Background: an optimization exercise with open tools, aiming at small area, a short achievable clock period and few clock cycles per item. Do not read the settings as production practice.
Function was checked by simulation only, so behaviour that the tests miss may differ from the original.
Power and IR drop assume default switching activity.

## v6
## manhattan_nearest_site_area
module manhattan_nearest_site_area (
  input  logic                              clk_i,
  input  logic                              rst_ni,
  input  logic                              cfg_valid_i,
  output logic                              cfg_ready_o,
  input  logic [mnsa_pkg::CFG_W-1:0]        cfg_data_i,       
  input  logic                              s_axis_tvalid,
  output logic                              s_axis_tready,
  input  logic [mnsa_pkg::S_TDATA_W-1:0]    s_axis_tdata,
  input  logic [mnsa_pkg::OP_W-1:0]         s_axis_tuser,     
  output logic                              m_axis_tvalid,
  input  logic                              m_axis_tready,
  output logic [mnsa_pkg::M_TDATA_W-1:0]    m_axis_tdata
);
  localparam int N      = mnsa_pkg::MAX_SITES;
  localparam int CW     = mnsa_pkg::COORD_BITS;
  localparam int DW     = mnsa_pkg::DIST_W;
  localparam int AW     = mnsa_pkg::AREA_W;
  localparam int KW     = mnsa_pkg::KEY_W;
  localparam int MW     = mnsa_pkg::M_TDATA_W;
  localparam logic [2:0] OP_LOAD     = mnsa_pkg::OP_LOAD;
  localparam logic [2:0] OP_CLASSIFY = mnsa_pkg::OP_CLASSIFY;
  localparam logic [2:0] OP_CLEAR    = mnsa_pkg::OP_CLEAR;
  localparam logic [2:0] OP_READ     = mnsa_pkg::OP_READ;
  localparam logic [2:0] OP_FIND     = mnsa_pkg::OP_FIND;
  localparam logic [6:0] CUTS = 7'b0010100;
  localparam int FDEPTH = 9;
  localparam int PW     = 4;    
  localparam int FB     = 8;
  logic [N-1:0] active;
  assign cfg_ready_o = 1'b1;
  always_ff @(posedge clk_i or negedge rst_ni) begin
    if (!rst_ni) begin
      active <= N'(1);
    end else if (cfg_valid_i) begin
      for (int i = 0; i < N; i++) begin
        active[i] <= (i == 0) || (32'(cfg_data_i) > i);
      end
    end
  end
  logic          tready_q;
  logic          s_acc, pop;
  logic [6:0]    sweep_q;
  logic          sweeping;
  logic [PW-1:0] occ_q, occ_d;
  logic          big_q;         
  logic          slow_acc;      
  logic          blocked_q, blocked_d;
  logic          slow_done;     
  assign s_axis_tready = tready_q;
  assign s_acc         = s_axis_tvalid && tready_q;
  assign sweeping      = !sweep_q[6];
  assign slow_acc      = s_acc && (s_axis_tuser == OP_FIND) && big_q;
  assign blocked_d     = slow_acc || (blocked_q && !slow_done);
  always_comb begin
    occ_d = occ_q;
    if (s_acc && !pop) occ_d = occ_q + 1'b1;
  ...
For scale: roughly 26000 cells after synthesis, about 4600 flip-flops, ~90 I/O pins, about 290000 um2 of cells after synthesis.
Settings: LEC_CHECK=0, CAP_MARGIN=20, CORE_MARGIN=2, CORE_UTILIZATION=40, CTS_BUF_LIST=sky130_fd_sc_hd__clkbuf_16, CTS_CLUSTER_DIAMETER=100, CTS_CLUSTER_SIZE=20, SETUP_SLACK_MARGIN=3.0, SLEW_MARGIN=20, SYNTH_HIERARCHICAL=1; clock period 8.0 ns.
run.sh (not shown) runs the stock make flow with config.mk's settings and CLKGATE_MAP_FILE= SYNTH_SCRIPT=/design/flow/synth_recipe.tcl, a recipe that flattens the netlist after the stock synthesis.
Testbench counts of v6, summed over its fixed seeds: cycles 3,792, items 3,728.
Input changes introduced in v7 (baseline for comparison: v6):
diff --git a/flow/design.v b/flow/design.v
--- a/flow/design.v
+++ b/flow/design.v
@@ -238,25 +238,24 @@
     localparam int DEP = $clog2(k + 1) - 1;                
     localparam int M   = ((2 * k + 1) << (5 - DEP)) - N;   
     localparam int IW  = 5 - DEP;                           
     logic [DW-1:0] d_c;
     logic [IW:0]   i_c;
     logic          t_c;
-    logic          vr, selr;
-    logic [1:0]    le;
-    assign vr   = active[M];
-    assign le   = mnsa_pkg::lt_eq(32'(cd[2*k+1]), 32'(cd[2*k]));
-    assign selr = vr && le[1];
-    assign d_c  = selr ? cd[2*k+1] : cd[2*k];
-    if (IW > 0) begin : g_idx
-      assign i_c = selr ? {1'b1, ci[2*k+1][(IW > 0 ? IW : 1)-1:0]}
-                        : {1'b0, ci[2*k][(IW > 0 ? IW : 1)-1:0]};
-    end else begin : g_leaf
-      assign i_c = selr;
-    end
-    assign t_c  = selr ? ct[2*k+1] : (ct[2*k] || (vr && le[0]));
+    mnsa_min2 #(.IW(IW)) u_min (
+      .dl_i (cd[2*k]),
+      .dr_i (cd[2*k+1]),
+      .il_i (ci[2*k][(IW > 0 ? IW : 1)-1:0]),
+      .ir_i (ci[2*k+1][(IW > 0 ? IW : 1)-1:0]),
+      .tl_i (ct[2*k]),
+      .tr_i (ct[2*k+1]),
+      .vr_i (active[M]),
+      .d_o  (d_c),
+      .i_o  (i_c),
+      .t_o  (t_c)
+    );
     if (CUTS[DEP]) begin : g_reg
       logic [DW-1:0] d_q;
       logic [IW:0]   i_q;
       logic          t_q;
       always_ff @(posedge clk_i) begin
         d_q <= d_c;
Results
Summary of v7 over v6: via density per instance shows a reduction of 0.078; final-layout clock buffer total shows a reduction of 3.6%; least setup slack across all paths after layout shows a reduction of 0.025 ns; final critical-path share of the clock period shows an increase of 0.31 points; per-instance average area after synthesis shows an increase of about 1.5%.
Re number of instances in the synthesized netlist: v6 was lower than v7.
| parity-gate share of the synthesized area counting xor and xnor cells | v6 vs v7 | ≈ equal |
Any difference in via count of the first global-routing pass between v6 and v7 is small enough to ignore.
v7 against v6: post-placement cell count saw an increase, number of standard cells in the layout, taps in and fillers out saw an increase.
On relative contribution of the clock network to total power: between v6 and v7, it ends up higher for v6.
v7 -> v6: clock tree buffer depth delta 0, exact match
Layout-stage area growth over the synthesis result: v7 lower than v6
Testbench counts of v7, summed over its fixed seeds: cycles 3,792, items 3,728.

## what the ideal ports hide
The results above use ideal ports. As a check the final layouts listed here were re-extracted and re-timed, cells and wires unchanged. Step 1 assumes that a clkbuf_16 drives the clock port and a buf_2 every other input. Step 2 moves the port delays by t, midway between the first and last clock arrival at a register: inputs arrive t later, outputs are due t later. That takes back most of the time a late clock gives input paths. Slacks: ideal / step 1 / step 2; pairs: ideal / step 1.
| run | shift t [ns] | slack for setup (ns) | latest minus earliest clock arrival (ns) |
|---|---|---|---|
| v6 | 1.200 | 2.889 / 2.889 / 2.889 | 0.138 / 0.137 |
| v7 | 1.203 | 2.865 / 2.865 / 2.865 | 0.115 / 0.115 |
After both steps setup and hold are still met in every run listed.
